From an optimization exercise on the open Yosys and OpenROAD flow, aimed at small area, a short achievable clock period and few clock cycles; shortcuts taken in it are not production practice. Function was checked by simulation only, so behaviour that the tests miss may differ from the original. Power figures rest on the tool's default switching activity, not on a simulated workload.

==> flow/design.v <==
package sa_pkg;
  localparam int ROWS = 4;
  localparam int COLS = 4;
  localparam int W_IN  = 8;
  localparam int W_ACC = 24;
  localparam int AXIL_DATA_W = 32;
  localparam int AXIL_ADDR_W = 8;
  localparam logic [AXIL_ADDR_W-1:0] REG_CTRL    = 8'h00;
  localparam logic [AXIL_ADDR_W-1:0] REG_BEATS   = 8'h04;
  localparam logic [AXIL_ADDR_W-1:0] REG_PACKETS = 8'h08;
  localparam logic [1:0] RESP_OKAY = 2'b00;
endpackage
module axil_csr (
  input  logic                           clk,
  input  logic                           rst,
  input  logic [sa_pkg::AXIL_ADDR_W-1:0] awaddr,
  input  logic                           awvalid,
  input  logic [sa_pkg::AXIL_DATA_W-1:0] wdata,
  input  logic [3:0]                     wstrb,
  input  logic                           wvalid,
  input  logic                           bready,
  input  logic [sa_pkg::AXIL_ADDR_W-1:0] araddr,
  input  logic                           arvalid,
  input  logic                           rready,
  input  logic                           beat_acc,
  input  logic                           pkt_done,
  output logic                           awready,
  output logic                           wready,
  output logic [1:0]                     bresp,
  output logic                           bvalid,
  output logic                           arready,
  output logic [sa_pkg::AXIL_DATA_W-1:0] rdata,
  output logic [1:0]                     rresp,
  output logic                           rvalid,
  output logic                           ctrl_enable,
  output logic                           ctrl_clamp
);
  localparam int AXIL_DATA_W = sa_pkg::AXIL_DATA_W;
  localparam int AXIL_ADDR_W = sa_pkg::AXIL_ADDR_W;
  logic                   awready_q;
  logic                   bvalid_q;
  logic                   arready_q;
  logic                   rvalid_q;
  logic [1:0]             rsel_q;    
  logic [AXIL_DATA_W-1:0] beats_q;
  logic [AXIL_DATA_W-1:0] pkts_q;
  logic [1:0]             ctrl_q;    
  logic                   wr_fire;
  logic                   rd_fire;
  assign wr_fire = awready_q & awvalid & wvalid;
  assign rd_fire = arready_q & arvalid;
  always_ff @(posedge clk) begin
    if (rst) begin
      awready_q <= 1'b0;
      bvalid_q  <= 1'b0;
    end else begin
      awready_q <= ~awready_q & ~bvalid_q & awvalid & wvalid;
      if (wr_fire) begin
        bvalid_q <= 1'b1;
      end else if (bready) begin
        bvalid_q <= 1'b0;
      end
    end
  end
  always_ff @(posedge clk) begin
    if (rst) begin
      ctrl_q <= '0;
    end else if (wr_fire && awaddr[AXIL_ADDR_W-1:2] == '0 && wstrb[0]) begin
      ctrl_q <= wdata[1:0];
    end
  end
  always_ff @(posedge clk) begin
    if (rst) begin
      beats_q <= '0;
      pkts_q  <= '0;
    end else begin
      if (beat_acc) begin
        beats_q <= beats_q + 1'b1;
      end
      if (pkt_done) begin
        pkts_q <= pkts_q + 1'b1;
      end
    end
  end
  always_ff @(posedge clk) begin
    if (rst) begin
      arready_q <= 1'b0;
      rvalid_q  <= 1'b0;
    end else begin
      arready_q <= ~arready_q & ~rvalid_q & arvalid;
      if (rd_fire) begin
        rvalid_q <= 1'b1;
      end else if (rready) begin
        rvalid_q <= 1'b0;
      end
    end
  end
  always_ff @(posedge clk) begin
    if (rd_fire) begin
      if (araddr[AXIL_ADDR_W-1:4] != '0) begin
        rsel_q <= 2'd0;
      end else begin
        case (araddr[3:2])
          2'd0:    rsel_q <= 2'd1;
          2'd1:    rsel_q <= 2'd2;
          2'd2:    rsel_q <= 2'd3;
          default: rsel_q <= 2'd0;
        endcase
      end
    end
  end
  always_comb begin
    case (rsel_q)
      2'd1:    rdata = {30'b0, ctrl_q};
      2'd2:    rdata = beats_q;
      2'd3:    rdata = pkts_q;
      default: rdata = '0;
    endcase
  end
  assign awready     = awready_q;
  assign wready      = awready_q;
  assign bresp       = sa_pkg::RESP_OKAY;
  assign bvalid      = bvalid_q;
  assign arready     = arready_q;
  assign rresp       = sa_pkg::RESP_OKAY;
  assign rvalid      = rvalid_q;
  assign ctrl_enable = ctrl_q[0];
  assign ctrl_clamp  = ctrl_q[1];
endmodule
module mac_grid #(
  parameter int ROWS = sa_pkg::ROWS,
  parameter int COLS = sa_pkg::COLS
) (
  input  logic                                         clk,
  input  logic                                         rst,
  input  logic                                         ctrl_enable,
  input  logic [COLS-1:0][sa_pkg::W_IN-1:0]            k_data,
  input  logic                                         k_last,
  input  logic                                         k_valid,
  output logic                                         k_ready,
  input  logic [ROWS-1:0][sa_pkg::W_IN-1:0]            x_data,
  output logic                                         x_ready,
  input  logic [ROWS-1:0][sa_pkg::W_ACC-1:0]           a_data,
  input  logic                                         a_valid,
  output logic                                         a_ready,
  input  logic                                         y_ready,
  output logic                                         y_valid,
  output logic                                         y_last,
  output logic [COLS-1:0]                              out_sel,
  output logic [ROWS-1:0][COLS-1:0][sa_pkg::W_ACC-1:0] bank,
  output logic                                         beat_acc,
  output logic                                         pkt_done
);
  localparam int W_IN  = sa_pkg::W_IN;
  localparam int W_ACC = sa_pkg::W_ACC;
  logic [COLS-1:0]                      d_v;
  logic [COLS-1:0]                      d_first;
  logic [COLS-1:0]                      d_last;
  logic [COLS-1:0][ROWS-1:0][W_IN-1:0]  d_x;
  logic [COLS-1:0][COLS-1:0][W_IN-1:0]  d_k;
  logic [COLS-1:0]                      s_v;
  logic [COLS-1:0]                      s_first;
  logic [COLS-1:0]                      s_last;
  logic [COLS-1:0][ROWS-1:0][W_IN-1:0]  s_x;
  logic [COLS-1:0][COLS-1:0][W_IN-1:0]  s_k;
  logic                                 first_q;
  logic [COLS-1:0]                      done_q;
  logic [COLS-1:0]                      out_oh_q;    
  logic [1:0]                           a_col_q;
  logic [COLS-1:0]                      take;
  logic [COLS-1:0]                      go;
  logic                                 y_fire;
  logic                                 a_fire;
  logic                                 in_fire;
  always_comb begin
    for (int c = 0; c < COLS; c++) begin
      d_v[c]     = s_v[c];
      d_first[c] = s_first[c];
      d_last[c]  = s_last[c];
      d_x[c]     = s_x[c];
      d_k[c]     = s_k[c];
    end
  end
  function automatic logic [COLS+1:0] flow (input logic yr, input logic av,
                                            input logic [COLS-1:0] v,
                                            input logic [COLS-1:0] first,
                                            input logic [COLS-1:0] done,
                                            input logic [COLS-1:0] ocol,
                                            input logic [1:0] acol,
                                            input logic en);
    logic [COLS-1:0] free;
    logic [COLS-1:0] ok;
    logic [COLS-1:0] a_ok;
    logic [COLS:0]   move;
    logic [COLS-1:0] g;
    logic            ar;
    for (int c = 0; c < COLS; c++) begin
      free[c] = ~done[c] | (yr & ocol[c]);
      a_ok[c] = free[c] & (acol == 2'(c));
      ok[c]   = ~first[c] | (a_ok[c] & av);
    end
    move[COLS] = 1'b1;
    for (int c = COLS - 1; c >= 0; c--) begin
      move[c] = ~v[c] | (ok[c] & move[c+1]);
    end
    ar = 1'b0;
    for (int c = 0; c < COLS; c++) begin
      ar = ar | (v[c] & first[c] & a_ok[c] & move[c+1]);
      g[c] = v[c] & ok[c] & move[c+1];
    end
    flow = {en & move[0], ar, g};
  endfunction
  logic [COLS+1:0] f00, f01, f10, f11, f;
  assign f00 = flow(1'b0, 1'b0, d_v, d_first, done_q, out_oh_q, a_col_q, ctrl_enable);
  assign f01 = flow(1'b0, 1'b1, d_v, d_first, done_q, out_oh_q, a_col_q, ctrl_enable);
  assign f10 = flow(1'b1, 1'b0, d_v, d_first, done_q, out_oh_q, a_col_q, ctrl_enable);
  assign f11 = flow(1'b1, 1'b1, d_v, d_first, done_q, out_oh_q, a_col_q, ctrl_enable);
  assign f   = y_ready ? (a_valid ? f11 : f10) : (a_valid ? f01 : f00);
  assign go      = f[COLS-1:0];
  assign a_ready = f[COLS];
  assign k_ready = f[COLS+1];
  assign x_ready = f[COLS+1];
  assign y_valid  = |(done_q & out_oh_q);
  assign y_last   = out_oh_q[COLS-1];
  assign y_fire   = y_valid & y_ready;
  assign a_fire   = a_valid & a_ready;
  assign out_sel  = out_oh_q;
  assign pkt_done = y_fire & y_last;
  assign in_fire  = k_valid & k_ready;
  assign beat_acc = in_fire;
  always_comb begin
    for (int c = 0; c < COLS; c++) begin
      take[c] = y_fire & out_oh_q[c];
    end
  end
  always_ff @(posedge clk) begin
    if (rst) begin
      first_q   <= 1'b1;
      done_q    <= '0;
      out_oh_q  <= COLS'(1);
      a_col_q   <= '0;
    end else begin
      if (in_fire) begin
        first_q <= k_last;
      end
      done_q <= (done_q & ~take) | (go & d_last);
      if (y_fire) begin
        out_oh_q <= {out_oh_q[COLS-2:0], out_oh_q[COLS-1]};
      end
      if (a_fire) begin
        a_col_q <= a_col_q + 1'b1;
      end
    end
  end
  logic [COLS-1:0] s_move;
  always_comb begin
    for (int c = 0; c < COLS; c++) begin
      s_move[c] = ~s_v[c] | go[c];
    end
  end
  always_ff @(posedge clk) begin
    if (rst) begin
      s_v <= '0;
    end else begin
      if (s_move[0]) s_v[0] <= in_fire;
      for (int c = 1; c < COLS; c++) begin
        if (s_move[c]) s_v[c] <= go[c-1];
      end
    end
  end
  always_ff @(posedge clk) begin
    if (s_move[0]) begin
      s_first[0] <= first_q;
      s_last[0]  <= k_last;
      s_x[0]     <= x_data;
      s_k[0]     <= k_data;
    end
    for (int c = 1; c < COLS; c++) begin
      if (s_move[c]) begin
        s_first[c] <= d_first[c-1];
        s_last[c]  <= d_last[c-1];
        s_x[c]     <= d_x[c-1];
        s_k[c]     <= d_k[c-1];
      end
    end
  end
  logic [COLS-1:0][ROWS-1:0][W_ACC-1:0] nxt;
  for (genvar c = 0; c < COLS; c++) begin : g_col
    for (genvar r = 0; r < ROWS; r++) begin : g_row
      mac_unit mac_i (
        .base (d_first[c] ? a_data[r] : bank[r][c]),
        .x    (d_x[c][r]),
        .k    (d_k[c][c]),
        .y    (nxt[c][r])
      );
    end
  end
  always_ff @(posedge clk) begin
    for (int c = 0; c < COLS; c++) begin
      if (go[c]) begin
        for (int r = 0; r < ROWS; r++) begin
          bank[r][c] <= nxt[c][r];
        end
      end
    end
  end
endmodule
module mac_unit (
  input  logic [23:0] base,
  input  logic [7:0]  x,
  input  logic [7:0]  k,
  output logic [23:0] y
);
  logic [8:0] xe; assign xe = {x[7], x};
  logic one0, two0, neg0;
  assign one0 = k[0] ^ 1'b0;
  assign two0 = (k[1] & ~k[0] & ~1'b0) | (~k[1] & k[0] & 1'b0);
  assign neg0 = k[1] & ~(k[0] & 1'b0);
  logic t0_0; assign t0_0 = ((one0 & xe[0]) | (two0 & 1'b0)) ^ neg0;
  logic t0_1; assign t0_1 = ((one0 & xe[1]) | (two0 & xe[0])) ^ neg0;
  logic t0_2; assign t0_2 = ((one0 & xe[2]) | (two0 & xe[1])) ^ neg0;
  logic t0_3; assign t0_3 = ((one0 & xe[3]) | (two0 & xe[2])) ^ neg0;
  logic t0_4; assign t0_4 = ((one0 & xe[4]) | (two0 & xe[3])) ^ neg0;
  logic t0_5; assign t0_5 = ((one0 & xe[5]) | (two0 & xe[4])) ^ neg0;
  logic t0_6; assign t0_6 = ((one0 & xe[6]) | (two0 & xe[5])) ^ neg0;
  logic t0_7; assign t0_7 = ((one0 & xe[7]) | (two0 & xe[6])) ^ neg0;
  logic t0_8; assign t0_8 = ~(((one0 & xe[8]) | (two0 & xe[7])) ^ neg0);
  logic one1, two1, neg1;
  assign one1 = k[2] ^ k[1];
  assign two1 = (k[3] & ~k[2] & ~k[1]) | (~k[3] & k[2] & k[1]);
  assign neg1 = k[3] & ~(k[2] & k[1]);
  logic t1_0; assign t1_0 = ((one1 & xe[0]) | (two1 & 1'b0)) ^ neg1;
  logic t1_1; assign t1_1 = ((one1 & xe[1]) | (two1 & xe[0])) ^ neg1;
  logic t1_2; assign t1_2 = ((one1 & xe[2]) | (two1 & xe[1])) ^ neg1;
  logic t1_3; assign t1_3 = ((one1 & xe[3]) | (two1 & xe[2])) ^ neg1;
  logic t1_4; assign t1_4 = ((one1 & xe[4]) | (two1 & xe[3])) ^ neg1;
  logic t1_5; assign t1_5 = ((one1 & xe[5]) | (two1 & xe[4])) ^ neg1;
  logic t1_6; assign t1_6 = ((one1 & xe[6]) | (two1 & xe[5])) ^ neg1;
  logic t1_7; assign t1_7 = ((one1 & xe[7]) | (two1 & xe[6])) ^ neg1;
  logic t1_8; assign t1_8 = ~(((one1 & xe[8]) | (two1 & xe[7])) ^ neg1);
  logic one2, two2, neg2;
  assign one2 = k[4] ^ k[3];
  assign two2 = (k[5] & ~k[4] & ~k[3]) | (~k[5] & k[4] & k[3]);
  assign neg2 = k[5] & ~(k[4] & k[3]);
  logic t2_0; assign t2_0 = ((one2 & xe[0]) | (two2 & 1'b0)) ^ neg2;
  logic t2_1; assign t2_1 = ((one2 & xe[1]) | (two2 & xe[0])) ^ neg2;
  logic t2_2; assign t2_2 = ((one2 & xe[2]) | (two2 & xe[1])) ^ neg2;
  logic t2_3; assign t2_3 = ((one2 & xe[3]) | (two2 & xe[2])) ^ neg2;
  logic t2_4; assign t2_4 = ((one2 & xe[4]) | (two2 & xe[3])) ^ neg2;
  logic t2_5; assign t2_5 = ((one2 & xe[5]) | (two2 & xe[4])) ^ neg2;
  logic t2_6; assign t2_6 = ((one2 & xe[6]) | (two2 & xe[5])) ^ neg2;
  logic t2_7; assign t2_7 = ((one2 & xe[7]) | (two2 & xe[6])) ^ neg2;
  logic t2_8; assign t2_8 = ~(((one2 & xe[8]) | (two2 & xe[7])) ^ neg2);
  logic one3, two3, neg3;
  assign one3 = k[6] ^ k[5];
  assign two3 = (k[7] & ~k[6] & ~k[5]) | (~k[7] & k[6] & k[5]);
  assign neg3 = k[7] & ~(k[6] & k[5]);
  logic t3_0; assign t3_0 = ((one3 & xe[0]) | (two3 & 1'b0)) ^ neg3;
  logic t3_1; assign t3_1 = ((one3 & xe[1]) | (two3 & xe[0])) ^ neg3;
  logic t3_2; assign t3_2 = ((one3 & xe[2]) | (two3 & xe[1])) ^ neg3;
  logic t3_3; assign t3_3 = ((one3 & xe[3]) | (two3 & xe[2])) ^ neg3;
  logic t3_4; assign t3_4 = ((one3 & xe[4]) | (two3 & xe[3])) ^ neg3;
  logic t3_5; assign t3_5 = ((one3 & xe[5]) | (two3 & xe[4])) ^ neg3;
  logic t3_6; assign t3_6 = ((one3 & xe[6]) | (two3 & xe[5])) ^ neg3;
  logic t3_7; assign t3_7 = ((one3 & xe[7]) | (two3 & xe[6])) ^ neg3;
  logic t3_8; assign t3_8 = ~(((one3 & xe[8]) | (two3 & xe[7])) ^ neg3);
  logic fs1, fc1; assign fs1 = t0_0 ^ neg0 ^ base[0]; assign fc1 = (t0_0 & neg0) | (t0_0 & base[0]) | (neg0 & base[0]);
  logic fs2, fc2; assign fs2 = t0_2 ^ t1_0 ^ neg1; assign fc2 = (t0_2 & t1_0) | (t0_2 & neg1) | (t1_0 & neg1);
  logic fs3, fc3; assign fs3 = t0_3 ^ t1_1 ^ base[3]; assign fc3 = (t0_3 & t1_1) | (t0_3 & base[3]) | (t1_1 & base[3]);
  logic fs4, fc4; assign fs4 = t0_4 ^ t1_2 ^ t2_0; assign fc4 = (t0_4 & t1_2) | (t0_4 & t2_0) | (t1_2 & t2_0);
  logic fs5, fc5; assign fs5 = t0_5 ^ t1_3 ^ t2_1; assign fc5 = (t0_5 & t1_3) | (t0_5 & t2_1) | (t1_3 & t2_1);
  logic fs6, fc6; assign fs6 = t0_6 ^ t1_4 ^ t2_2; assign fc6 = (t0_6 & t1_4) | (t0_6 & t2_2) | (t1_4 & t2_2);
  logic fs7, fc7; assign fs7 = t3_0 ^ neg3 ^ base[6]; assign fc7 = (t3_0 & neg3) | (t3_0 & base[6]) | (neg3 & base[6]);
  logic fs8, fc8; assign fs8 = t0_7 ^ t1_5 ^ t2_3; assign fc8 = (t0_7 & t1_5) | (t0_7 & t2_3) | (t1_5 & t2_3);
  logic fs9, fc9; assign fs9 = t0_8 ^ t1_6 ^ t2_4; assign fc9 = (t0_8 & t1_6) | (t0_8 & t2_4) | (t1_6 & t2_4);
  logic fs10, fc10; assign fs10 = t3_2 ^ base[8] ^ 1'b1; assign fc10 = (t3_2 & base[8]) | (t3_2 & 1'b1) | (base[8] & 1'b1);
  logic fs11, fc11; assign fs11 = t1_7 ^ t2_5 ^ t3_3; assign fc11 = (t1_7 & t2_5) | (t1_7 & t3_3) | (t2_5 & t3_3);
  logic fs12, fc12; assign fs12 = t1_8 ^ t2_6 ^ t3_4; assign fc12 = (t1_8 & t2_6) | (t1_8 & t3_4) | (t2_6 & t3_4);
  logic fs13, fc13; assign fs13 = t2_7 ^ t3_5 ^ base[11]; assign fc13 = (t2_7 & t3_5) | (t2_7 & base[11]) | (t3_5 & base[11]);
  logic fs14, fc14; assign fs14 = t2_8 ^ t3_6 ^ base[12]; assign fc14 = (t2_8 & t3_6) | (t2_8 & base[12]) | (t3_6 & base[12]);
  logic fs15, fc15; assign fs15 = t3_7 ^ base[13] ^ 1'b1; assign fc15 = (t3_7 & base[13]) | (t3_7 & 1'b1) | (base[13] & 1'b1);
  logic fs16, fc16; assign fs16 = t0_1 ^ base[1] ^ fc1; assign fc16 = (t0_1 & base[1]) | (t0_1 & fc1) | (base[1] & fc1);
  logic fs17, fc17; assign fs17 = neg2 ^ base[4] ^ fc3; assign fc17 = (neg2 & base[4]) | (neg2 & fc3) | (base[4] & fc3);
  logic fs18, fc18; assign fs18 = base[5] ^ fc4 ^ fs5; assign fc18 = (base[5] & fc4) | (base[5] & fs5) | (fc4 & fs5);
  logic fs19, fc19; assign fs19 = fc5 ^ fs6 ^ fs7; assign fc19 = (fc5 & fs6) | (fc5 & fs7) | (fs6 & fs7);
  logic fs20, fc20; assign fs20 = t3_1 ^ base[7] ^ fc6; assign fc20 = (t3_1 & base[7]) | (t3_1 & fc6) | (base[7] & fc6);
  logic fs21, fc21; assign fs21 = fc8 ^ fs9 ^ fs10; assign fc21 = (fc8 & fs9) | (fc8 & fs10) | (fs9 & fs10);
  logic fs22, fc22; assign fs22 = base[9] ^ 1'b1 ^ fc9; assign fc22 = (base[9] & 1'b1) | (base[9] & fc9) | (1'b1 & fc9);
  logic fs23, fc23; assign fs23 = base[10] ^ fc11 ^ fs12; assign fc23 = (base[10] & fc11) | (base[10] & fs12) | (fc11 & fs12);
  logic fs24, fc24; assign fs24 = 1'b1 ^ fc12 ^ fs13; assign fc24 = (1'b1 & fc12) | (1'b1 & fs13) | (fc12 & fs13);
  logic fs25, fc25; assign fs25 = t3_8 ^ base[14] ^ fc15; assign fc25 = (t3_8 & base[14]) | (t3_8 & fc15) | (base[14] & fc15);
  logic fs26, fc26; assign fs26 = base[2] ^ fs2 ^ fc16; assign fc26 = (base[2] & fs2) | (base[2] & fc16) | (fs2 & fc16);
  logic fs27, fc27; assign fs27 = fc7 ^ fs8 ^ fc19; assign fc27 = (fc7 & fs8) | (fc7 & fc19) | (fs8 & fc19);
  logic fs28, fc28; assign fs28 = fc10 ^ fs11 ^ fc21; assign fc28 = (fc10 & fs11) | (fc10 & fc21) | (fs11 & fc21);
  logic fs29, fc29; assign fs29 = fc13 ^ fs14 ^ fc24; assign fc29 = (fc13 & fs14) | (fc13 & fc24) | (fs14 & fc24);
  logic fs30, fc30; assign fs30 = base[15] ^ 1'b1 ^ fc25; assign fc30 = (base[15] & 1'b1) | (base[15] & fc25) | (1'b1 & fc25);
  logic fs31, fc31; assign fs31 = fc2 ^ fs3 ^ fc26; assign fc31 = (fc2 & fs3) | (fc2 & fc26) | (fs3 & fc26);
  logic fs32, fc32; assign fs32 = fc20 ^ fs21 ^ fc27; assign fc32 = (fc20 & fs21) | (fc20 & fc27) | (fs21 & fc27);
  logic fs33, fc33; assign fs33 = fc22 ^ fs23 ^ fc28; assign fc33 = (fc22 & fs23) | (fc22 & fc28) | (fs23 & fc28);
  logic fs34, fc34; assign fs34 = fc14 ^ fs15 ^ fc29; assign fc34 = (fc14 & fs15) | (fc14 & fc29) | (fs15 & fc29);
  logic fs35, fc35; assign fs35 = base[16] ^ 1'b1 ^ fc30; assign fc35 = (base[16] & 1'b1) | (base[16] & fc30) | (1'b1 & fc30);
  logic fs36, fc36; assign fs36 = fs4 ^ fs17 ^ fc31; assign fc36 = (fs4 & fs17) | (fs4 & fc31) | (fs17 & fc31);
  logic fs37, fc37; assign fs37 = fs22 ^ fs28 ^ fc32; assign fc37 = (fs22 & fs28) | (fs22 & fc32) | (fs28 & fc32);
  logic fs38, fc38; assign fs38 = fc23 ^ fs24 ^ fc33; assign fc38 = (fc23 & fs24) | (fc23 & fc33) | (fs24 & fc33);
  logic fs39, fc39; assign fs39 = base[17] ^ 1'b1 ^ fc35; assign fc39 = (base[17] & 1'b1) | (base[17] & fc35) | (1'b1 & fc35);
  logic fs40, fc40; assign fs40 = fc17 ^ fs18 ^ fc36; assign fc40 = (fc17 & fs18) | (fc17 & fc36) | (fs18 & fc36);
  logic fs41, fc41; assign fs41 = base[18] ^ 1'b1 ^ fc39; assign fc41 = (base[18] & 1'b1) | (base[18] & fc39) | (1'b1 & fc39);
  logic fs42, fc42; assign fs42 = fc18 ^ fs19 ^ fc40; assign fc42 = (fc18 & fs19) | (fc18 & fc40) | (fs19 & fc40);
  logic fs43, fc43; assign fs43 = base[19] ^ 1'b1 ^ fc41; assign fc43 = (base[19] & 1'b1) | (base[19] & fc41) | (1'b1 & fc41);
  logic fs44, fc44; assign fs44 = fs20 ^ fs27 ^ fc42; assign fc44 = (fs20 & fs27) | (fs20 & fc42) | (fs27 & fc42);
  logic fs45, fc45; assign fs45 = base[20] ^ 1'b1 ^ fc43; assign fc45 = (base[20] & 1'b1) | (base[20] & fc43) | (1'b1 & fc43);
  logic fs46, fc46; assign fs46 = base[21] ^ 1'b1 ^ fc45; assign fc46 = (base[21] & 1'b1) | (base[21] & fc45) | (1'b1 & fc45);
  logic fs47, fc47; assign fs47 = base[22] ^ 1'b1 ^ fc46; assign fc47 = (base[22] & 1'b1) | (base[22] & fc46) | (1'b1 & fc46);
  logic fs48, fc48; assign fs48 = base[23] ^ 1'b1 ^ fc47; assign fc48 = (base[23] & 1'b1) | (base[23] & fc47) | (1'b1 & fc47);
  logic [23:0] ra, rb, lo;
  assign ra = {fs48, fs47, fs46, fs45, fs43, fs41, fs39, fs35, fs30, fs25, fs34, fs29, fs38, fs33, fs37, fs32, fs44, fs42, fs40, fs36, fs31, fs26, fs16, fs1};
  assign rb = {1'b0, 1'b0, 1'b0, 1'b0, 1'b0, 1'b0, 1'b0, 1'b0, 1'b0, fc34, 1'b0, fc38, 1'b0, fc37, 1'b0, fc44, 1'b0, 1'b0, 1'b0, 1'b0, 1'b0, 1'b0, 1'b0, 1'b0};
  logic [23:0] g0, p0;
  assign g0 = ra & rb; assign p0 = ra ^ rb;
  logic pg1; assign pg1 = g0[1] | (p0[1] & g0[0]);
  logic pp1; assign pp1 = p0[1] & p0[0];
  logic pg2; assign pg2 = g0[3] | (p0[3] & g0[2]);
  logic pp2; assign pp2 = p0[3] & p0[2];
  logic pg3; assign pg3 = g0[5] | (p0[5] & g0[4]);
  logic pp3; assign pp3 = p0[5] & p0[4];
  logic pg4; assign pg4 = g0[7] | (p0[7] & g0[6]);
  logic pp4; assign pp4 = p0[7] & p0[6];
  logic pg5; assign pg5 = g0[9] | (p0[9] & g0[8]);
  logic pp5; assign pp5 = p0[9] & p0[8];
  logic pg6; assign pg6 = g0[11] | (p0[11] & g0[10]);
  logic pp6; assign pp6 = p0[11] & p0[10];
  logic pg7; assign pg7 = g0[13] | (p0[13] & g0[12]);
  logic pp7; assign pp7 = p0[13] & p0[12];
  logic pg8; assign pg8 = g0[15] | (p0[15] & g0[14]);
  logic pp8; assign pp8 = p0[15] & p0[14];
  logic pg9; assign pg9 = g0[17] | (p0[17] & g0[16]);
  logic pp9; assign pp9 = p0[17] & p0[16];
  logic pg10; assign pg10 = g0[19] | (p0[19] & g0[18]);
  logic pp10; assign pp10 = p0[19] & p0[18];
  logic pg11; assign pg11 = g0[21] | (p0[21] & g0[20]);
  logic pp11; assign pp11 = p0[21] & p0[20];
  logic pg12; assign pg12 = g0[23] | (p0[23] & g0[22]);
  logic pp12; assign pp12 = p0[23] & p0[22];
  logic pg13; assign pg13 = g0[2] | (p0[2] & pg1);
  logic pp13; assign pp13 = p0[2] & pp1;
  logic pg14; assign pg14 = pg2 | (pp2 & pg1);
  logic pp14; assign pp14 = pp2 & pp1;
  logic pg15; assign pg15 = g0[6] | (p0[6] & pg3);
  logic pp15; assign pp15 = p0[6] & pp3;
  logic pg16; assign pg16 = pg4 | (pp4 & pg3);
  logic pp16; assign pp16 = pp4 & pp3;
  logic pg17; assign pg17 = g0[10] | (p0[10] & pg5);
  logic pp17; assign pp17 = p0[10] & pp5;
  logic pg18; assign pg18 = pg6 | (pp6 & pg5);
  logic pp18; assign pp18 = pp6 & pp5;
  logic pg19; assign pg19 = g0[14] | (p0[14] & pg7);
  logic pp19; assign pp19 = p0[14] & pp7;
  logic pg20; assign pg20 = pg8 | (pp8 & pg7);
  logic pp20; assign pp20 = pp8 & pp7;
  logic pg21; assign pg21 = g0[18] | (p0[18] & pg9);
  logic pp21; assign pp21 = p0[18] & pp9;
  logic pg22; assign pg22 = pg10 | (pp10 & pg9);
  logic pp22; assign pp22 = pp10 & pp9;
  logic pg23; assign pg23 = g0[22] | (p0[22] & pg11);
  logic pp23; assign pp23 = p0[22] & pp11;
  logic pg24; assign pg24 = pg12 | (pp12 & pg11);
  logic pp24; assign pp24 = pp12 & pp11;
  logic pg25; assign pg25 = g0[4] | (p0[4] & pg14);
  logic pp25; assign pp25 = p0[4] & pp14;
  logic pg26; assign pg26 = pg3 | (pp3 & pg14);
  logic pp26; assign pp26 = pp3 & pp14;
  logic pg27; assign pg27 = pg15 | (pp15 & pg14);
  logic pp27; assign pp27 = pp15 & pp14;
  logic pg28; assign pg28 = pg16 | (pp16 & pg14);
  logic pp28; assign pp28 = pp16 & pp14;
  logic pg29; assign pg29 = g0[12] | (p0[12] & pg18);
  logic pp29; assign pp29 = p0[12] & pp18;
  logic pg30; assign pg30 = pg7 | (pp7 & pg18);
  logic pp30; assign pp30 = pp7 & pp18;
  logic pg31; assign pg31 = pg19 | (pp19 & pg18);
  logic pp31; assign pp31 = pp19 & pp18;
  logic pg32; assign pg32 = pg20 | (pp20 & pg18);
  logic pp32; assign pp32 = pp20 & pp18;
  logic pg33; assign pg33 = g0[20] | (p0[20] & pg22);
  logic pp33; assign pp33 = p0[20] & pp22;
  logic pg34; assign pg34 = pg11 | (pp11 & pg22);
  logic pp34; assign pp34 = pp11 & pp22;
  logic pg35; assign pg35 = pg23 | (pp23 & pg22);
  logic pp35; assign pp35 = pp23 & pp22;
  logic pg36; assign pg36 = pg24 | (pp24 & pg22);
  logic pp36; assign pp36 = pp24 & pp22;
  logic pg37; assign pg37 = g0[8] | (p0[8] & pg28);
  logic pp37; assign pp37 = p0[8] & pp28;
  logic pg38; assign pg38 = pg5 | (pp5 & pg28);
  logic pp38; assign pp38 = pp5 & pp28;
  logic pg39; assign pg39 = pg17 | (pp17 & pg28);
  logic pp39; assign pp39 = pp17 & pp28;
  logic pg40; assign pg40 = pg18 | (pp18 & pg28);
  logic pp40; assign pp40 = pp18 & pp28;
  logic pg41; assign pg41 = pg29 | (pp29 & pg28);
  logic pp41; assign pp41 = pp29 & pp28;
  logic pg42; assign pg42 = pg30 | (pp30 & pg28);
  logic pp42; assign pp42 = pp30 & pp28;
  logic pg43; assign pg43 = pg31 | (pp31 & pg28);
  logic pp43; assign pp43 = pp31 & pp28;
  logic pg44; assign pg44 = pg32 | (pp32 & pg28);
  logic pp44; assign pp44 = pp32 & pp28;
  logic pg45; assign pg45 = g0[16] | (p0[16] & pg44);
  logic pp45; assign pp45 = p0[16] & pp44;
  logic pg46; assign pg46 = pg9 | (pp9 & pg44);
  logic pp46; assign pp46 = pp9 & pp44;
  logic pg47; assign pg47 = pg21 | (pp21 & pg44);
  logic pp47; assign pp47 = pp21 & pp44;
  logic pg48; assign pg48 = pg22 | (pp22 & pg44);
  logic pp48; assign pp48 = pp22 & pp44;
  logic pg49; assign pg49 = pg33 | (pp33 & pg44);
  logic pp49; assign pp49 = pp33 & pp44;
  logic pg50; assign pg50 = pg34 | (pp34 & pg44);
  logic pp50; assign pp50 = pp34 & pp44;
  logic pg51; assign pg51 = pg35 | (pp35 & pg44);
  logic pp51; assign pp51 = pp35 & pp44;
  logic pg52; assign pg52 = pg36 | (pp36 & pg44);
  logic pp52; assign pp52 = pp36 & pp44;
  assign lo[0] = p0[0];
  assign lo[1] = p0[1] ^ g0[0];
  assign lo[2] = p0[2] ^ pg1;
  assign lo[3] = p0[3] ^ pg13;
  assign lo[4] = p0[4] ^ pg14;
  assign lo[5] = p0[5] ^ pg25;
  assign lo[6] = p0[6] ^ pg26;
  assign lo[7] = p0[7] ^ pg27;
  assign lo[8] = p0[8] ^ pg28;
  assign lo[9] = p0[9] ^ pg37;
  assign lo[10] = p0[10] ^ pg38;
  assign lo[11] = p0[11] ^ pg39;
  assign lo[12] = p0[12] ^ pg40;
  assign lo[13] = p0[13] ^ pg41;
  assign lo[14] = p0[14] ^ pg42;
  assign lo[15] = p0[15] ^ pg43;
  assign lo[16] = p0[16] ^ pg44;
  assign lo[17] = p0[17] ^ pg45;
  assign lo[18] = p0[18] ^ pg46;
  assign lo[19] = p0[19] ^ pg47;
  assign lo[20] = p0[20] ^ pg48;
  assign lo[21] = p0[21] ^ pg49;
  assign lo[22] = p0[22] ^ pg50;
  assign lo[23] = p0[23] ^ pg51;
  assign y = lo;
endmodule
module column_drain #(
  parameter int ROWS = sa_pkg::ROWS,
  parameter int COLS = sa_pkg::COLS
) (
  input  logic                                         ctrl_clamp,
  input  logic [ROWS-1:0][COLS-1:0][sa_pkg::W_ACC-1:0] bank,
  input  logic [COLS-1:0]                              out_sel,
  output logic [ROWS-1:0][sa_pkg::W_ACC-1:0]           y_data
);
  localparam int W_ACC = sa_pkg::W_ACC;
  logic [ROWS-1:0][COLS-1:0] sel;
  always_comb begin
    for (int r = 0; r < ROWS; r++) begin
      y_data[r] = '0;
      for (int c = 0; c < COLS; c++) begin
        sel[r][c] = out_sel[c] & ~(ctrl_clamp & bank[r][c][W_ACC-1]);
        y_data[r] = y_data[r] | ({W_ACC{sel[r][c]}} & bank[r][c]);
      end
    end
  end
endmodule
module sa_top #(
  parameter int ROWS = sa_pkg::ROWS,
  parameter int COLS = sa_pkg::COLS
) (
  input  logic                               clk,
  input  logic                               rst,
  input  logic [sa_pkg::AXIL_ADDR_W-1:0]     axil_awaddr,
  input  logic                               axil_awvalid,
  output logic                               axil_awready,
  input  logic [sa_pkg::AXIL_DATA_W-1:0]     axil_wdata,
  input  logic [3:0]                         axil_wstrb,
  input  logic                               axil_wvalid,
  output logic                               axil_wready,
  output logic [1:0]                         axil_bresp,
  output logic                               axil_bvalid,
  input  logic                               axil_bready,
  input  logic [sa_pkg::AXIL_ADDR_W-1:0]     axil_araddr,
  input  logic                               axil_arvalid,
  output logic                               axil_arready,
  output logic [sa_pkg::AXIL_DATA_W-1:0]     axil_rdata,
  output logic [1:0]                         axil_rresp,
  output logic                               axil_rvalid,
  input  logic                               axil_rready,
  input  logic [COLS-1:0][sa_pkg::W_IN-1:0]  k_data,
  input  logic                               k_last,
  input  logic                               k_valid,
  output logic                               k_ready,
  input  logic [ROWS-1:0][sa_pkg::W_IN-1:0]  x_data,
  input  logic                               x_last,
  input  logic                               x_valid,
  output logic                               x_ready,
  input  logic [ROWS-1:0][sa_pkg::W_ACC-1:0] a_data,
  input  logic                               a_valid,
  output logic                               a_ready,
  output logic [ROWS-1:0][sa_pkg::W_ACC-1:0] y_data,
  output logic                               y_last,
  output logic                               y_valid,
  input  logic                               y_ready
);
  localparam int W_ACC = sa_pkg::W_ACC;
  logic                                 ctrl_enable;
  logic                                 ctrl_clamp;
  logic                                 beat_acc;
  logic                                 pkt_done;
  logic [ROWS-1:0][COLS-1:0][W_ACC-1:0] bank;
  logic [COLS-1:0]                      out_sel;
  axil_csr csr_i (
    .clk         (clk),
    .rst         (rst),
    .awaddr      (axil_awaddr),
    .awvalid     (axil_awvalid),
    .wdata       (axil_wdata),
    .wstrb       (axil_wstrb),
    .wvalid      (axil_wvalid),
    .bready      (axil_bready),
    .araddr      (axil_araddr),
    .arvalid     (axil_arvalid),
    .rready      (axil_rready),
    .beat_acc    (beat_acc),
    .pkt_done    (pkt_done),
    .awready     (axil_awready),
    .wready      (axil_wready),
    .bresp       (axil_bresp),
    .bvalid      (axil_bvalid),
    .arready     (axil_arready),
    .rdata       (axil_rdata),
    .rresp       (axil_rresp),
    .rvalid      (axil_rvalid),
    .ctrl_enable (ctrl_enable),
    .ctrl_clamp  (ctrl_clamp)
  );
  mac_grid #(
    .ROWS (ROWS),
    .COLS (COLS)
  ) grid_i (
    .clk         (clk),
    .rst         (rst),
    .ctrl_enable (ctrl_enable),
    .k_data      (k_data),
    .k_last      (k_last & x_last),
    .k_valid     (k_valid & x_valid),
    .k_ready     (k_ready),
    .x_data      (x_data),
    .x_ready     (x_ready),
    .a_data      (a_data),
    .a_valid     (a_valid),
    .a_ready     (a_ready),
    .y_ready     (y_ready),
    .y_valid     (y_valid),
    .y_last      (y_last),
    .out_sel     (out_sel),
    .bank        (bank),
    .beat_acc    (beat_acc),
    .pkt_done    (pkt_done)
  );
  column_drain #(
    .ROWS (ROWS),
    .COLS (COLS)
  ) drain_i (
    .ctrl_clamp (ctrl_clamp),
    .bank       (bank),
    .out_sel    (out_sel),
    .y_data     (y_data)
  );
endmodule
==> flow/flow/run.sh <==
#!/bin/bash
# The standard layout, with the smallest buffer on each input and output port
# (every port still gets its own buffer; the repair steps resize them where
# timing needs it). make's full output goes to standard.log.
set -euo pipefail
bash standard.sh "BUFFER_PORTS_ARGS=-buffer_cell sky130_fd_sc_hd__buf_1" finish > standard.log 2>&1
==> flow/standard.sh <==
#!/bin/bash
# synth_recipe.tcl (not shown) runs the flow's synth.tcl, then flattens the netlist and writes it again
# the make line also repeats each setting of config.mk as NAME=value (left out here)
make -C /OpenROAD-flow-scripts/flow DESIGN_CONFIG=/design/flow/config.mk WORK_HOME=/design/flow/orfs CLKGATE_MAP_FILE= SYNTH_SCRIPT=/design/flow/synth_recipe.tcl "${@:-finish}"
==> flow/config.mk <==
export PLATFORM = sky130hd
export DESIGN_NAME = sa_top
export DESIGN_NICKNAME = sa_top
export VERILOG_FILES = /design/flow/design.v
export SDC_FILE = /design/flow/constraint.sdc
export NUM_CORES = 4
export LEC_CHECK = 0
export CAP_MARGIN = 20
export CORE_MARGIN = 2
export CORE_UTILIZATION = 40
export CTS_CLUSTER_DIAMETER = 140
export CTS_CLUSTER_SIZE = 24
export PLACE_DENSITY = 0.6
export SETUP_SLACK_MARGIN = 5
export SLEW_MARGIN = 20
export TNS_END_PERCENT = 5
==> flow/constraint.sdc <==
create_clock -name core_clock -period 10.5 [get_ports {clk}]
set_input_delay 2.1000 -clock core_clock [delete_from_list [all_inputs] [get_ports {clk}]]
set_output_delay 2.1000 -clock core_clock [all_outputs]
set_load 0.01 [all_outputs]
==> results_dict.tcl, run 1 <==
set metrics [dict create \
    status "timing/DRC/antenna clean" \
    drt_pass1_iterations 6 \
    timing.critical_path.arrival_ns 6.44 \
    worst_pin_slew_ns 1.13 \
    synthMuxAreaShare_pct 7.91 \
    netSwitchingPower_mw 5.31 \
    timing.final.crit_period_ns 6.06 \
    worst_clock_skew_ns 0.0583 \
    layout.filler_cells 14044 \
    area_fraction_in_compound_gates_after_synthesis_pct 10.4 \
    power-per-cell-area_nw_per_um2 198 \
    synth_commonest_cells "602 x edfxtp_1, 576 x inv_1, 544 x fa_1" \
    cts_hold_buf 0 \
    cpMostUsedCell "fa_2" \
    p_leak_nw 26.9 \
    finalNonFillerCells 7675 \
    power_frac_seq_pct 28.4 \
    yosys.area_share.simple_pct 6.82 \
    timing.final.crit_share_pct 57.7 \
    synth_top_cells_by_area "edfxtp_1 30%, fa_1 18%, a22oi_1 6.7%" \
    wire_per_inst_um 24.5 \
    post_route_cells_drive_above_1_share_pct 11.3 \
    cts_tree "done" \
    path_buf_inv 3 \
    die_w_um 392 \
    crit_chain "buf_12, mux2i_4, nor2_2, a21oi_2, fa_2, inv_1, fa_2, fa_2, fa_2, fa_2, fa_2, fa_2, ha_4, ha_4, a21oi_4, o31ai_4, a31oi_2, buf_4, nor3_2, nand3b_1, nor2_1, xnor2_1" \
    combinationalPowerShare_pct 58.2 \
    min_path_type "flip-flop to flip-flop" \
    nets 6717 \
    area_leader_netlist "edfxtp_1" \
    vias 43084 \
    drt_wl_total_um 188000 \
    slew_violations 0 \
    globalRouteOverflowTotal 0 \
    synthArstFlopShare_pct 0 \
    floorplan.rows 142 \
    post-synth-top-area-fraction_pct 30.1 \
    drt_drc_violations_left 0 \
    critPathCaptureType "flip-flop" \
    postSynthRegisterBits 687 \
    intPower_mw 7.81 \
    clk_transition_reported_paths_ns 0.11 \
    timing.critical_path.required_ns 10.88 \
    timing.final.hold_violations 0 \
    synth_area_um2 60200 \
    relSlewSlack_pct 25.0 \
    fin_area_um2 66400 \
    core_um2 150000 \
    cts.root.buffer_cell "clkbuf_16" \
    antenna_found_initial 28 \
    viasPerCell 5.61 \
    final_core_utilization_pct 44.4 \
    postRouteAntennaNets 0 \
    start_util_pct 40.2 \
    post_synth_xor_area_fraction_pct 11.1 \
    post_synthesis_share_of_cell_area_spent_on_full_adders_half_adders_and_majority_gates_pct 24.5 \
    synthFlopType "edfxtp_1" \
    cp_max_fo 4 \
    power_frac_clock_pct 13.3 \
    post-synth-top-count-cell "edfxtp_1" \
    combinational_family_with_the_most_area_after_synthesis "adder cells" \
    max_cap_viol_count 0 \
    htree_depth 2 \
    global_route.usage.total_pct 24.1 \
    grt_first_pass_wirelength_um 279000 \
    num_io_pins 367 \
    setup_viol 0 \
    timing.fmax_ghz 0.165 \
    detailedPlacementHpwl_um 137000 \
    worst_skew_pair.late_latency_ns 0.68 \
    port-buffer-count 325 \
    cp_top_family "adder cells" \
    synth-edff-count 602 \
    maximum_number_of_pins_on_one_net_before_global_route_repair 90 \
    initialDrtViolationCount 3322 \
    dp.cells 7546 \
    chip_height_um 392 \
    critical_path.max_stage_delay_ns 0.43 \
    holdWs_ns 0.411 \
    placed_cell_areas_um2 63700 \
    crit_path_start_kind "input pin" \
    cts_inserted_buffers 36 \
    synthesis.instances 5540 \
    area_growth_syn_to_fin_pct 10.4 \
    synth.avg_cell_area_um2 10.9 \
    grt_setup_unrepaired "true" \
    sequential_cell_area_fraction_in_the_yosys_report_pct 32.9 \
    vdd_drop_max_v 0.000109 \
    cts.path.max_buffers 3 \
    synth.yosys.warnings 3 \
    place_congestion 0.871 \
    clock_sinks 687 \
    cp_slowest_cell "fa_2" \
    criticalPathCategory "input pin to flip-flop" \
    net_sw_share_pct 40.5 \
    die_area_um2 154000 \
    grt_pass1_vias 44245 \
    setup_total_negative_slack_ns 0 \
    synth_cell_type_count 67 \
]
timing repair:
action / 4_1_cts / 5_1_grt
gates resized for setup: 111 / 106
setup buffers: 55 / 17
endpoints found under the setup margin: 218 / 212
pin swaps: 45 / 38
cell families (layout without fill, tap and decap cells):
| group | count (synthesis) | in the layout |
|---|---|---|
| and+or+nand+nor | 841 | 841 |
| AOI/OAI and AO/OA | 926 | 926 |
| muxes | 463 | 463 |
| adders and majority gates | 852 | 852 |
| DFF | 687 | 687 |
| xor gates and xnor gates | 765 | 765 |
| other | 1 | 7 |
| buffers and inverters | 1005 | 1118 |
layout by cell type, fill, tap and decap left out, drive strengths merged, types with 85 or more instances in the layout:
master,Yosys,routed
mux2i,363,363
a21oi,216,216
edfxtp,602,602
o21ai,93,93
xor2,404,404
xnor2,361,361
mux2,100,100
dfxtp,85,85
inv,576,579
nor2,202,202
nand2,281,281
buf,95,484
ha,308,308
fa,544,544
a22oi,536,536
layout make-up:
type                            instances  area [um2]  share of cell area, %
Clock inverter                          9         135                  0.204
Multi-Input combinational cell       3851       38100                   57.4
Tap cell                             2016        2520                   3.80
Inverter                              576        2170                   3.27
Antenna cell                            3        7.51                 0.0113
Sequential cell                       687       19800                   29.8
Timing Repair Buffer                  488        2690                   4.05
Clock buffer                           45         977                   1.47
metrics by stage:
step	setup WS (ns)	total power, mW
2_1_floorplan	4.19	8.81
3_3_place_gp	3.09	10.1
3_5_place_dp	3.03	10.4
4_1_cts	4.43	12.8
5_1_grt	4.29	14.3
6_report	4.44	13.1
worst reg2reg max path, delay by kind of cell (launching register included):
| family | cells | cell delay [ns] |
|---|---|---|
| adder cells (fa/ha/maj) | 6 | 2.05 |
| AND/OR/NAND/NOR | 6 | 1.26 |
| buffers and inverters | 6 | 0.91 |
| AO/OA/AOI/OAI | 5 | 0.74 |
| flip-flops | 1 | 0.46 |
| XOR/XNOR | 1 | 0.24 |
sequential cells by signal (all words and copies together), names as in the netlist:
register,flops
csr_i.awready_q,1
csr_i.arready_q,1
grid_i.done_q,4
grid_i.bank,384
grid_i.s_k,80
csr_i.beats_q,32
csr_i.rvalid_q,1
grid_i.s_last,4
grid_i.first_q,1
csr_i.bvalid_q,1
csr_i.rsel_q,2
grid_i.a_col_q,2
csr_i.pkts_q,32
csr_i.ctrl_q,2
grid_i.s_x,128
grid_i.out_oh_q,4
grid_i.s_first,4
grid_i.s_v,4
layer usage:
layer,GRT usage [%],vias to the layer above,part of all wire [%]
li1,-,19203,-
met1,31.7,21868,41
met2,39.8,1679,47
met3,4.60,300,7.8
met4,8.22,34,3.2
met5,0,-,0.12
power groups by stage:
stage	clock network [mW]	registers, mW	logic (mW)
3_3_place_gp	0	3.79	6.34
2_1_floorplan	0	3.70	5.11
6_report	1.75	3.73	7.64
4_1_cts	1.81	3.73	7.26
3_5_place_dp	0	3.79	6.64
5_1_grt	1.88	3.73	8.67
worst paths after layout:
check                       from                to  cells after the start  slack (ns)
setup / recovery      a_data[24]  grid_i.bank[167]                     22        4.44
hold / removal    grid_i.s_k[61]    grid_i.s_k[93]                      0        0.41
setup reg to reg   grid_i.s_k[1]  grid_i.bank[118]                     24        4.58
hold reg to reg   grid_i.s_k[61]    grid_i.s_k[93]                      0        0.41
Testbench counts, summed over its fixed seeds: cycles 5,239.
==> run 2, diff against run 1 <==
--- a/flow/design.v
+++ b/flow/design.v
@@ -400,20 +400,20 @@
   logic fs34, fc34; assign fs34 = fc14 ^ fs15 ^ fc29; assign fc34 = (fc14 & fs15) | (fc14 & fc29) | (fs15 & fc29);
   logic fs35, fc35; assign fs35 = base[16] ^ 1'b1 ^ fc30; assign fc35 = (base[16] & 1'b1) | (base[16] & fc30) | (1'b1 & fc30);
-  logic fs36, fc36; assign fs36 = fs4 ^ fs17 ^ fc31; assign fc36 = (fs4 & fs17) | (fs4 & fc31) | (fs17 & fc31);
-  logic fs37, fc37; assign fs37 = fs22 ^ fs28 ^ fc32; assign fc37 = (fs22 & fs28) | (fs22 & fc32) | (fs28 & fc32);
-  logic fs38, fc38; assign fs38 = fc23 ^ fs24 ^ fc33; assign fc38 = (fc23 & fs24) | (fc23 & fc33) | (fs24 & fc33);
-  logic fs39, fc39; assign fs39 = base[17] ^ 1'b1 ^ fc35; assign fc39 = (base[17] & 1'b1) | (base[17] & fc35) | (1'b1 & fc35);
-  logic fs40, fc40; assign fs40 = fc17 ^ fs18 ^ fc36; assign fc40 = (fc17 & fs18) | (fc17 & fc36) | (fs18 & fc36);
-  logic fs41, fc41; assign fs41 = base[18] ^ 1'b1 ^ fc39; assign fc41 = (base[18] & 1'b1) | (base[18] & fc39) | (1'b1 & fc39);
-  logic fs42, fc42; assign fs42 = fc18 ^ fs19 ^ fc40; assign fc42 = (fc18 & fs19) | (fc18 & fc40) | (fs19 & fc40);
-  logic fs43, fc43; assign fs43 = base[19] ^ 1'b1 ^ fc41; assign fc43 = (base[19] & 1'b1) | (base[19] & fc41) | (1'b1 & fc41);
-  logic fs44, fc44; assign fs44 = fs20 ^ fs27 ^ fc42; assign fc44 = (fs20 & fs27) | (fs20 & fc42) | (fs27 & fc42);
-  logic fs45, fc45; assign fs45 = base[20] ^ 1'b1 ^ fc43; assign fc45 = (base[20] & 1'b1) | (base[20] & fc43) | (1'b1 & fc43);
-  logic fs46, fc46; assign fs46 = base[21] ^ 1'b1 ^ fc45; assign fc46 = (base[21] & 1'b1) | (base[21] & fc45) | (1'b1 & fc45);
-  logic fs47, fc47; assign fs47 = base[22] ^ 1'b1 ^ fc46; assign fc47 = (base[22] & 1'b1) | (base[22] & fc46) | (1'b1 & fc46);
-  logic fs48, fc48; assign fs48 = base[23] ^ 1'b1 ^ fc47; assign fc48 = (base[23] & 1'b1) | (base[23] & fc47) | (1'b1 & fc47);
+  logic hs36, hc36; assign hs36 = fs4 ^ fs17; assign hc36 = fs4 & fs17;
+  logic hs37, hc37; assign hs37 = fc17 ^ fs18; assign hc37 = fc17 & fs18;
+  logic hs38, hc38; assign hs38 = fc18 ^ fs19; assign hc38 = fc18 & fs19;
+  logic hs39, hc39; assign hs39 = fs20 ^ fs27; assign hc39 = fs20 & fs27;
+  logic hs40, hc40; assign hs40 = fs22 ^ fs28; assign hc40 = fs22 & fs28;
+  logic hs41, hc41; assign hs41 = fc23 ^ fs24; assign hc41 = fc23 & fs24;
+  logic hs42, hc42; assign hs42 = base[17] ^ 1'b1; assign hc42 = base[17] & 1'b1;
+  logic hs43, hc43; assign hs43 = base[18] ^ 1'b1; assign hc43 = base[18] & 1'b1;
+  logic hs44, hc44; assign hs44 = base[19] ^ 1'b1; assign hc44 = base[19] & 1'b1;
+  logic hs45, hc45; assign hs45 = base[20] ^ 1'b1; assign hc45 = base[20] & 1'b1;
+  logic hs46, hc46; assign hs46 = base[21] ^ 1'b1; assign hc46 = base[21] & 1'b1;
+  logic hs47, hc47; assign hs47 = base[22] ^ 1'b1; assign hc47 = base[22] & 1'b1;
+  logic hs48, hc48; assign hs48 = base[23] ^ 1'b1; assign hc48 = base[23] & 1'b1;
   logic [23:0] ra, rb, lo;
-  assign ra = {fs48, fs47, fs46, fs45, fs43, fs41, fs39, fs35, fs30, fs25, fs34, fs29, fs38, fs33, fs37, fs32, fs44, fs42, fs40, fs36, fs31, fs26, fs16, fs1};
-  assign rb = {1'b0, 1'b0, 1'b0, 1'b0, 1'b0, 1'b0, 1'b0, 1'b0, 1'b0, fc34, 1'b0, fc38, 1'b0, fc37, 1'b0, fc44, 1'b0, 1'b0, 1'b0, 1'b0, 1'b0, 1'b0, 1'b0, 1'b0};
+  assign ra = {hc47, hc46, hc45, hc44, hc43, hc42, hs42, fs35, fs30, fs25, fs34, hc41, hs41, hc40, hs40, hc39, hc38, hc37, hc36, hs36, fs31, fs26, fs16, fs1};
+  assign rb = {hs48, hs47, hs46, hs45, hs44, hs43, fc35, 1'b0, 1'b0, fc34, 1'b0, fs29, fc33, fs33, fc32, fs32, hs39, hs38, hs37, fc31, 1'b0, 1'b0, 1'b0, 1'b0};
   logic [23:0] g0, p0;
   assign g0 = ra & rb; assign p0 = ra ^ rb;
==> run 2 against run 1 <==
Critical endpoint is now grid_i.bank[68]. Power increased by 13%. Setup slack improved by 0.50 ns. Die area increased by 6.5%. Synthesized cell count up 12%. Sequential power up 2%. Still clean. Via count grew 13%. Flip-flop and latch count did not move. Cell area increased by 7.5%. Clock-buffer cell count rose by 7. Wire length up 13%.
==> results_dict.tcl, run 2 <==
set metrics [dict create \
    layout_top_registers "grid_i.bank (384), grid_i.s_x (128), grid_i.s_k (80)" \
    synth.avg_cell_area_um2 10.3 \
    global_route.usage.total_pct 24.7 \
    post_synthesis_share_of_cell_area_spent_on_full_adders_half_adders_and_majority_gates_pct 23.6 \
    vdd_drop_max_v 0.000116 \
    holdWs_ns 0.418 \
    synth_commonest_cells "745 x inv_1, 602 x edfxtp_1, 531 x a22oi_1" \
    slew_violations 0 \
    whs_path_depth 0 \
    start_util_pct 40.4 \
    synth.yosys.warnings 3 \
    status "timing/DRC/antenna clean" \
    worst_clock_skew_ns 0.0357 \
    setup_viol 0 \
    min_path_type "flip-flop to flip-flop" \
    grt_setup_unrepaired "true" \
    sequential_cell_area_fraction_in_the_yosys_report_pct 30.9 \
    synthArstFlopShare_pct 0 \
    relSlewSlack_pct 28.6 \
    place_congestion 0.899 \
    setup_total_negative_slack_ns 0 \
    area_growth_syn_to_fin_pct 11.4 \
    combinational_family_with_the_most_area_after_synthesis "adder cells" \
    worst-r2r-cell-count 18 \
    synthMuxAreaShare_pct 7.29 \
    area_fraction_in_compound_gates_after_synthesis_pct 12.9 \
    drt_pass1_iterations 6 \
    grt_pass1_vias 49010 \
    vias 48528 \
    grt_first_pass_wirelength_um 306000 \
    synth_area_um2 64100 \
    p_leak_nw 31.0 \
    synth-edff-count 602 \
    r2r_start "grid_i.s_k[81]" \
    cp_max_fo 4 \
    timing.critical_path.arrival_ns 5.97 \
    die_w_um 404 \
    timing.critical_path.required_ns 10.91 \
    post_synth_xor_area_fraction_pct 11.2 \
    clk_transition_reported_paths_ns 0.10 \
    drt_wl_total_um 213000 \
    post-synth-top-count-cell "inv_1" \
    critPathCaptureType "flip-flop" \
    synth_top_cells_by_area "edfxtp_1 28%, fa_1 14%, ha_1 9.1%" \
    r2r_setup_slack_ns 4.96 \
    yosys.area_share.simple_pct 7.11 \
    chip_height_um 404 \
    criticalPathCategory "input pin to flip-flop" \
    post-synth-top-area-fraction_pct 28.2 \
    clock_sinks 687 \
    synth_cell_type_count 75 \
    worst_skew_pair.late_latency_ns 0.67 \
    initialDrtViolationCount 4267 \
    port-buffer-count 325 \
    htree_depth 2 \
    cts.root.buffer_cell "clkbuf_16" \
    power-per-cell-area_nw_per_um2 208 \
    globalRouteOverflowTotal 0 \
    core_um2 159000 \
    crit_path_start_kind "input pin" \
    max_cap_viol_count 0 \
    layout.cells.most_common "inv_1" \
    min_delay_startpoint "grid_i.s_k[89]" \
    maximum_number_of_pins_on_one_net_before_global_route_repair 101 \
    drt_drc_violations_left 0 \
    detailedPlacementHpwl_um 146000 \
    cts_inserted_buffers 38 \
    die_area_um2 163000 \
    num_io_pins 367 \
    timing.final.crit_period_ns 5.56 \
    worst_pin_slew_ns 1.07 \
    reg2reg_to "grid_i.bank[68]" \
    postSynthRegisterBits 687 \
    timing.final.crit_share_pct 53.0 \
    cts_tree "done" \
    area_leader_netlist "edfxtp_1" \
    synthFlopType "edfxtp_1" \
    power_after_layout_mw 14.8 \
    worstHoldEndpoint "grid_i.s_k[121]" \
    max_ffs_per_register 384 \
    post_route_cells_drive_above_1_share_pct 9.54 \
    top_register "grid_i.bank" \
    mostFrequentLayoutCells "741 x inv_1, 602 x edfxtp_1, 516 x a22oi_1" \
    nets 7520 \
    final_core_utilization_pct 45.0 \
    wire_per_inst_um 25.1 \
    floorplan.rows 146 \
    timing.fmax_ghz 0.180 \
    cts.path.max_buffers 3 \
    synthesis.instances 6207 \
    postRouteAntennaNets 0 \
    viasPerCell 5.73 \
    antenna_found_initial 35 \
    timing.final.hold_violations 0 \
]
[run 2: changes by cell type after synthesis, sizes merged, moves of 22 or more]
cell | before | now
a21o | 0 | 76
a21oi | 216 | 279
a31oi | 16 | 61
fa | 544 | 464
ha | 308 | 468
inv | 576 | 745
mux2i | 363 | 341
nor2b | 49 | 79
nor4 | 36 | 14
o21ai | 93 | 126
xor2 | 404 | 447
[run 2: layer usage]
metal	GRT usage (%)	routed length, um	part of all wire, %	vias to the layer above
li1	-	-	-	21798
met1	32.3	85300	40	24360
met2	40.7	100000	47	1920
met3	3.45	16700	7.9	430
met4	10.8	10900	5.1	20
met5	0	126	0.059	-
[run 2: final cells by class]
class,count,area [um2]
clock inverter,11,180
tap,2072,2590
timing repair buffer,542,3820
clock buffer,52,1070
antenna,16,40.0
sequential,687,19800
timing repair inverter,2,32.5
multi-input combinational,4346,41000
fill,14781,87400
inverter,746,2830
[run 2: worst max-delay path, stage by stage]
cell and delay (ns):
buf_2 0.16, mux2_2 0.30, fa_2 0.34, fa_1 0.45
ha_1 0.29, ha_2 0.19, fa_2 0.34, a21o_1 0.19
a311o_1 0.40, o311a_4 0.41, or2_4 0.24, and3_4 0.19
a311oi_2 0.28, nor2_1 0.08
[run 2: logic make-up after synthesis]
family	count (synthesis)
AO/OA/AOI/OAI	1232
buffers and inverters	1179
adder cells (fa/ha/maj)	932
AND/OR/NAND/NOR	903
XOR/XNOR	820
flip-flops	687
multiplexers	453
other	1
[run 2: timing repair]
item	in CTS	in global routing
gates resized for setup	151	148
hold buffers	0	0
buffers inserted	41	64
pin swaps	13	58
setup endpoints to repair	179	85
gates cloned	10	14
[run 2: worst max-delay path by stage]
stage	to	slack, ns	from
2_1_floorplan	grid_i.bank[68]	4.78	a_data[3]
3_3_place_gp	x_ready	3.40	y_ready
3_5_place_dp	x_ready	3.39	y_ready
4_1_cts	grid_i.bank[68]	4.95	a_data[3]
5_1_grt	grid_i.bank[16]	4.82	grid_i.s_k[1]
6_report	grid_i.bank[68]	4.94	a_data[3]
[run 2: power by group]
part	internal, mW	switching [mW]	total, mW	leakage (nW)
clock	0.794	1.08	1.87	0.600
sequential	3.70	0.102	3.80	6.44
combinational	4.05	5.11	9.16	23.9
[run 2: stage by stage]
step | worst slack [ns] | area, um2 | cells
2_1_floorplan | 4.78 | 64200 | 6210
4_1_cts | 4.95 | 69700 | 8379
3_5_place_dp | 3.39 | 67200 | 8265
5_1_grt | 4.82 | 71400 | 8471
3_3_place_gp | 3.40 | 67200 | 8265
6_report | 4.94 | 71400 | 8474
Testbench counts of run 2, summed over its fixed seeds: cycles 5,239.

## what the ideal ports hide
Ports are ideal in the flow. The routed layouts listed here were re-timed in OpenROAD. Step 1, drivers: a clkbuf_16 drives clk and a buf_2 each remaining input, both assumed. Step 2 times the ports against the registers' clock, not the clock port: input delays grow and output delays shrink by t, the midpoint of the rising clock arrivals with the driver on. Slacks: no drivers / after step 1 / after step 2; pairs: no drivers / after step 1.
run	shift t [ns]	setup slack, ns	worst setup path at the end	latest minus earliest clock arrival (ns)	pins driven straight from the clock port
run 1	0.727	4.440 / 4.469 / 3.742	input to register	0.060 / 0.060	1
run 2	0.740	4.936 / 4.884 / 4.144	input to register	0.041 / 0.041	1
After both steps setup and hold are still met in every run listed. For run 2, which loses most, drivers alone change the setup slack by -0.052 ns; drivers and shift together by -0.792 ns.
